Source: an optimization exercise on an open RTL-to-GDS flow (aim: small area). Production flows keep margins and buffers that such runs may drop.
Only simulation tests tie the RTL to the original design; equivalence was not proved.
Power figures rest on the tool's default switching activity, not on a simulated workload.

==> design.v <==
package grf_pkg;
    localparam int unsigned GP_IDX_DEF  = 28;
    localparam logic [31:0] GP_INIT_DEF = 32'h0000_1000;
    localparam int unsigned SP_IDX_DEF  = 29;
    localparam logic [31:0] SP_INIT_DEF = 32'h0000_2ffc;
    localparam int unsigned REG_ZERO    = 0;
    function automatic integer slice_lo(input integer port, input integer width);
        slice_lo = port * width;
    endfunction
endpackage
import grf_pkg::*;
module grf_scoreboard
#(
    parameter int unsigned AW = 5
) (
    input  logic               clk,
    input  logic               clr,
    input  logic               iss_v_i,
    input  logic [AW-1:0]      iss_a_i,
    input  logic               we1_i,
    input  logic [AW-1:0]      wa1_i,
    input  logic               col_i,
    output logic [2**AW-1:0]   busy_o,
    output logic               busy_any_o,
    output logic               waw_err_o
);
    localparam int unsigned Depth = 2**AW;
    logic [Depth-1:0] busy_q, busy_d;
    logic             busy_any_q;
    logic             waw_err_q;
    logic             set_v, retire_v, dbl_iss;
    always_comb begin
        set_v    = iss_v_i && (iss_a_i != AW'(REG_ZERO));
        retire_v = we1_i && (wa1_i != AW'(REG_ZERO));
        dbl_iss  = set_v && busy_q[iss_a_i] && !(retire_v && (wa1_i == iss_a_i));
        busy_d   = busy_q;
        if (retire_v) busy_d[wa1_i] = 1'b0;
        if (set_v) busy_d[iss_a_i] = 1'b1;
    end
    always_ff @(posedge clk) begin
        if (clr) begin
            busy_q     <= '0;
            busy_any_q <= 1'b0;
            waw_err_q  <= 1'b0;
        end else begin
            busy_q     <= busy_d;
            busy_any_q <= |busy_d;
            waw_err_q  <= dbl_iss || col_i;
        end
    end
    assign busy_o     = busy_q;
    assign busy_any_o = busy_any_q;
    assign waw_err_o  = waw_err_q;
endmodule
import grf_pkg::*;
module grf_sb
#(
    parameter int unsigned DW      = 32,
    parameter int unsigned AW      = 5,
    parameter int unsigned NRD     = 2,
    parameter int unsigned GP_IDX  = GP_IDX_DEF,
    parameter logic [DW-1:0] GP_INIT = DW'(GP_INIT_DEF),
    parameter int unsigned SP_IDX  = SP_IDX_DEF,
    parameter logic [DW-1:0] SP_INIT = DW'(SP_INIT_DEF)
) (
    input  logic              clk,
    input  logic              clr,
    input  logic [NRD*AW-1:0] ra,
    output logic [NRD*DW-1:0] rd,
    output logic [NRD-1:0]    rbusy,
    input  logic              we0,
    input  logic [AW-1:0]     wa0,
    input  logic [DW-1:0]     wd0,
    input  logic              we1,
    input  logic [AW-1:0]     wa1,
    input  logic [DW-1:0]     wd1,
    input  logic              iss_v,
    input  logic [AW-1:0]     iss_a,
    output logic              waw_err,
    output logic              busy_any
);
    localparam int unsigned Depth = 2**AW;
    logic [DW-1:0]    mem_q [Depth];
    logic [Depth-1:0] busy;
    logic             wr0_v, wr1_v, col;
    assign wr0_v = we0 && (wa0 != AW'(REG_ZERO));
    assign wr1_v = we1 && (wa1 != AW'(REG_ZERO));
    assign col   = wr0_v && wr1_v && (wa0 == wa1);
    always_ff @(posedge clk) begin
        if (clr) begin
            for (int k = 0; k < Depth; k++) begin
                if (k == GP_IDX)      mem_q[k] <= GP_INIT;
                else if (k == SP_IDX) mem_q[k] <= SP_INIT;
                else                  mem_q[k] <= '0;
            end
        end else begin
            if (wr1_v) mem_q[wa1] <= wd1;
            if (wr0_v) mem_q[wa0] <= wd0;
        end
    end
    grf_scoreboard #(
        .AW(AW)
    ) u_scoreboard (
        .clk       (clk),
        .clr       (clr),
        .iss_v_i   (iss_v),
        .iss_a_i   (iss_a),
        .we1_i     (we1),
        .wa1_i     (wa1),
        .col_i     (col),
        .busy_o    (busy),
        .busy_any_o(busy_any),
        .waw_err_o (waw_err)
    );
    for (genvar i = 0; i < NRD; i++) begin : g_rd
        logic [AW-1:0] addr;
        logic [DW-1:0] data;
        assign addr = ra[i*AW +: AW];
        always_comb begin
            if (addr == AW'(REG_ZERO))       data = '0;
            else if (we0 && (wa0 == addr))   data = wd0;
            else if (we1 && (wa1 == addr))   data = wd1;
            else                             data = mem_q[addr];
        end
        assign rd[i*DW +: DW] = data;
        assign rbusy[i] = busy[addr] && !(we1 && (wa1 == addr));
    end
endmodule
==> run.sh <==
#!/bin/bash
# synth_recipe.tcl (not shown) runs the flow's synth.tcl, then flattens the netlist and writes it again
# the make line also repeats each setting of config.mk as NAME=value (left out here)
make -C /OpenROAD-flow-scripts/flow DESIGN_CONFIG=/design/flow/config.mk WORK_HOME=/design/flow/orfs CLKGATE_MAP_FILE= SYNTH_SCRIPT=/design/flow/synth_recipe.tcl finish
==> config.mk <==
export PLATFORM = sky130hd
export DESIGN_NAME = grf_sb
export DESIGN_NICKNAME = grf_sb
export VERILOG_FILES = /design/flow/design.v
export SDC_FILE = /design/flow/constraint.sdc
export NUM_CORES = 4
export LEC_CHECK = 0
export CAP_MARGIN = 20
export CORE_MARGIN = 2
export CORE_UTILIZATION = 40
export SLEW_MARGIN = 20
==> constraint.sdc <==
create_clock -name core_clock -period 7.0 [get_ports {clk}]
set_input_delay 1.4000 -clock core_clock [delete_from_list [all_inputs] [get_ports {clk}]]
set_output_delay 1.4000 -clock core_clock [all_outputs]
set_load 0.01 [all_outputs]
==> impl_metrics.toml <==
[run_status]
outcome = "complete, no violations"

[placement]
portBuffers = 161
detailed_place.area_sq_um = 68130
hpwlAfterDp_microns = 157400
place_congestion = 0.9496

[critical_path]
crit_type = "in -> out"
crit_fanout = 66
reg2reg_depth = 5
required_ns = 5.60
setup.worst_path.end_class = "output pin"
reg2reg_slack_ns = 4.77
r2r-start = "u_scoreboard.busy_q[7]"
r2r-end = "u_scoreboard.waw_err_q"
cp.arrival_ns = 5.45
critPathLaunch = "ra[6]"
crit_chain = "buf_8 -> buf_12 -> xor2_1 -> nor4_1 -> and3_1 -> nor2_1 -> a211oi_1 -> nor3_1 -> buf_4 -> clkdlybuf4s50_1"
crit_path_top_delay_cell = "and3_1"
critical-path-max-stage-delay_ns = 0.86
start_kind = "input pin"

[sta]
setup_tns_ns = 0
slew_violations = 0
rsz0062_at_grt = "no"
period_minus_slack_ns = 6.852
fmax_mhz = 145.9
period_share_pct = 97.89
setup_viol = 0
worst_pin_slew_ns = 1.163
hold_viol = 0
maxSlewHeadroom_pct = 22.23
finClkSkew_ns = 0.01066

[synthesis]
synth-main-ff-cell = "edfxtp_1"
synthTopCellsByArea = "edfxtp_1 (48%), mux4_2 (23%), a22o_1 (10%), nand2_1 (3.7%), o21ai_0 (2.9%)"
ys_async_sr_fraction_pct = 0
syn_inst = 4771
synth_top_area_share_pct = 48.38
synth-seq-cells = 1058
synth-edff-count = 1024
synth_top_cell_by_area = "edfxtp_1"
syn-num-nets = 4875
yosysSeqAreaShare_pct = 49.45
netlist_area_sq_um = 63560
yosys_warnings = 2
yosysUniqueCellTypes = 59
avgSynthCellArea_sq_um = 13.32

[routing]
final_antenna_net_count = 0
wl_per_cell_microns = 38.52
drt_pre_antenna_iters = 9
drtIter0Drc = 7593
drt_drc_violations_left = 0
vias = 48390
wl_microns = 261600
vias_per_cell = 7.126

[cts]
cts_tree = "done"
cts_resized = 0
htreeDepth = 3
clk_latency_ns = 0.75
postCtsHoldBufs = 0
clock_path_buffers = 3
cts.sinks = 1058
clockRootBuffer = "clkbuf_16"
post_cts_buffers = 0
cts.reportedPaths.clkPinSlew_ns = 0.06
cts_inserted_buffers = 114

[global_routing]
track_usage_pct = 31.72
grt_pass1_vias = 46840
grt_remaining_overflow = 0
grt_antenna_before_repair = 15
grt_start_max_net_pins = 73
grt_pass1_wl_microns = 361800

[worst_hold_path]
hold_path.class = "reg -> reg"
hold_path_depth = 2
hold_end = "u_scoreboard.busy_q[0]"
hold_start = "u_scoreboard.busy_q[0]"

[power_and_ir_drop]
seq_power_share_pct = 46.1
leakage_uw = 0.02327
power.internal_uw = 11800
powerDensity_nw_per_um2 = 226.4
comb_power_share_pct = 16.7
p_sw_uw = 4443
switching_share_pct = 27.36
vdd_drop_max_mv = 0.1988
clockPowerShare_pct = 37.2

[layout]
area_growth_pct = 12.86
layout.nets = 4730
multi_input_area_sq_um = 29870
drive_above_1_share_pct = 25.50
n_fill_cell = 13710
stdcell_area_sq_um = 71740
area.sequential_sq_um = 31430

[floorplan]
io_pins = 162
die_y_microns = 402.6
initial_core_util_pct = 40.23
rows = 146
coreArea_sq_um = 158000
die_w_microns = 402.6
dieArea_sq_um = 162100

[job]
cap_violations = 0
## layer usage
metal / share of wire, % / up-vias / global-route usage (%)
met5: 0.13 / - / 0.7136
met4: 5.5 / 26 / 14.98
met3: 16 / 791 / 13.61
met2: 42 / 4365 / 45.28
met1: 36 / 24410 / 41.51
li1: - / 18800 / -
## flip-flops by register name, summed over array words and instances, names as in the netlist
register and cells:
u_scoreboard.busy_any_q 1, u_scoreboard.waw_err_q 1, u_scoreboard.busy_q 32, mem_q 1024
## stage by stage
step,hold slack [ns],instances,utilization [%],setup WS (ns),power (uW)
3_5_place_dp,0.5585,6582,43.12,0.5338,10220
3_3_place_gp,0.5463,6582,43.12,0.5895,10190
6_report,0.5796,6791,45.40,0.1476,16240
2_1_floorplan,0.4882,4771,-,1.147,9065
4_1_cts,0.5672,6786,45.39,0.5141,16150
5_1_grt,0.6153,6788,45.40,0.2792,16550
## final cells by class
cell class | count | area share (%)
inverter | 11 | 0.05756
timing repair buffer | 440 | 5.850
clock inverter | 73 | 0.9418
sequential | 1058 | 43.81
multi-input combinational | 3001 | 41.64
antenna | 5 | 0.01744
tap | 2072 | 3.614
clock buffer | 131 | 4.066
## cells in the final DEF (no fill, tap or decap), drive strengths merged, types with 23 or more instances in the layout
cell,n
nand3,68
clkdlybuf4s50,150
a22o,725
clkbuf,131
nor3,39
clkinv,55
mux2i,93
dfxtp,34
o21ai,399
nor2,119
a21oi,42
nand2,634
and2,37
xor2,23
mux4,645
buf,290
edfxtp,1024
## synthesized netlist by cell type, drive strengths merged (23+ instances only)
library cell,count
a21oi,42
a22o,725
and2,37
buf,231
clkbuf,470
dfxtp,34
edfxtp,1024
mux2i,93
mux4,645
nand2,634
nand3,68
nor2,119
nor3,39
o21ai,399
xor2,23
## cell families after synthesis
family / share of synthesized area, %
compound gates: 14.41
xor+xnor: 0.4823
fa+ha+maj: 0.1968
buf+inv: 4.618
flops: 49.45
mux: 24.32
simple gates: 6.531
## worst max-delay path by stage
stage,end,slack (ns),cells past startpoint
after floorplan,mem_q[13][0],1.15,10
after global placement,rd[47],0.59,10
after detailed placement,rd[53],0.53,9
after CTS,rd[47],0.51,10
after global routing,rd[47],0.28,10
final,rd[47],0.15,10
## worst max-delay path: cells and delay by family
family	cells	cell delay [ns]
buffers and inverters	4	1.57
and+or+nand+nor	4	1.56
AOI/OAI and AO/OA	1	0.65
xor gates and xnor gates	1	0.11
## power by group through the flow
stage               logic [uW]  clock network (uW)  registers, uW
finish                    2710                6040           7480
global route              2740                6280           7520
CTS                       2620                6050           7480
detailed placement        2610                   0           7610
global placement          2600                   0           7580
floorplan                 1510                   0           7550

[re-timing with driven ports]
The flow's constraints put no driver on any port. The routed layout listed below was extracted and timed again, unchanged, in two steps. Step 1 (the two cells are an assumption about what drives the block):
set clk [get_ports {clk}]
set_driving_cell -lib_cell sky130_fd_sc_hd__clkbuf_16 $clk
set_driving_cell -lib_cell sky130_fd_sc_hd__buf_2 [delete_from_list [all_inputs] $clk]
Step 2 times the ports against the registers' clock, not the clock port: input delays grow and output delays shrink by t, the midpoint of the rising clock arrivals with the driver on. Slacks: ideal / step 1 / step 2; pairs: ideal / step 1.
t (ns): 0.825
setup WS [ns]: 0.148 / 0.098 / 0.098
hold WS [ns]: 0.580 / 0.580 / 0.580
worst setup path after step 2: input to output
slew at the worst register clock pin (ns): 0.07 / 0.07
After both steps setup and hold are still met in this run. The setup slack of this run moves by -0.050 ns with the drivers and by -0.050 ns with both steps.
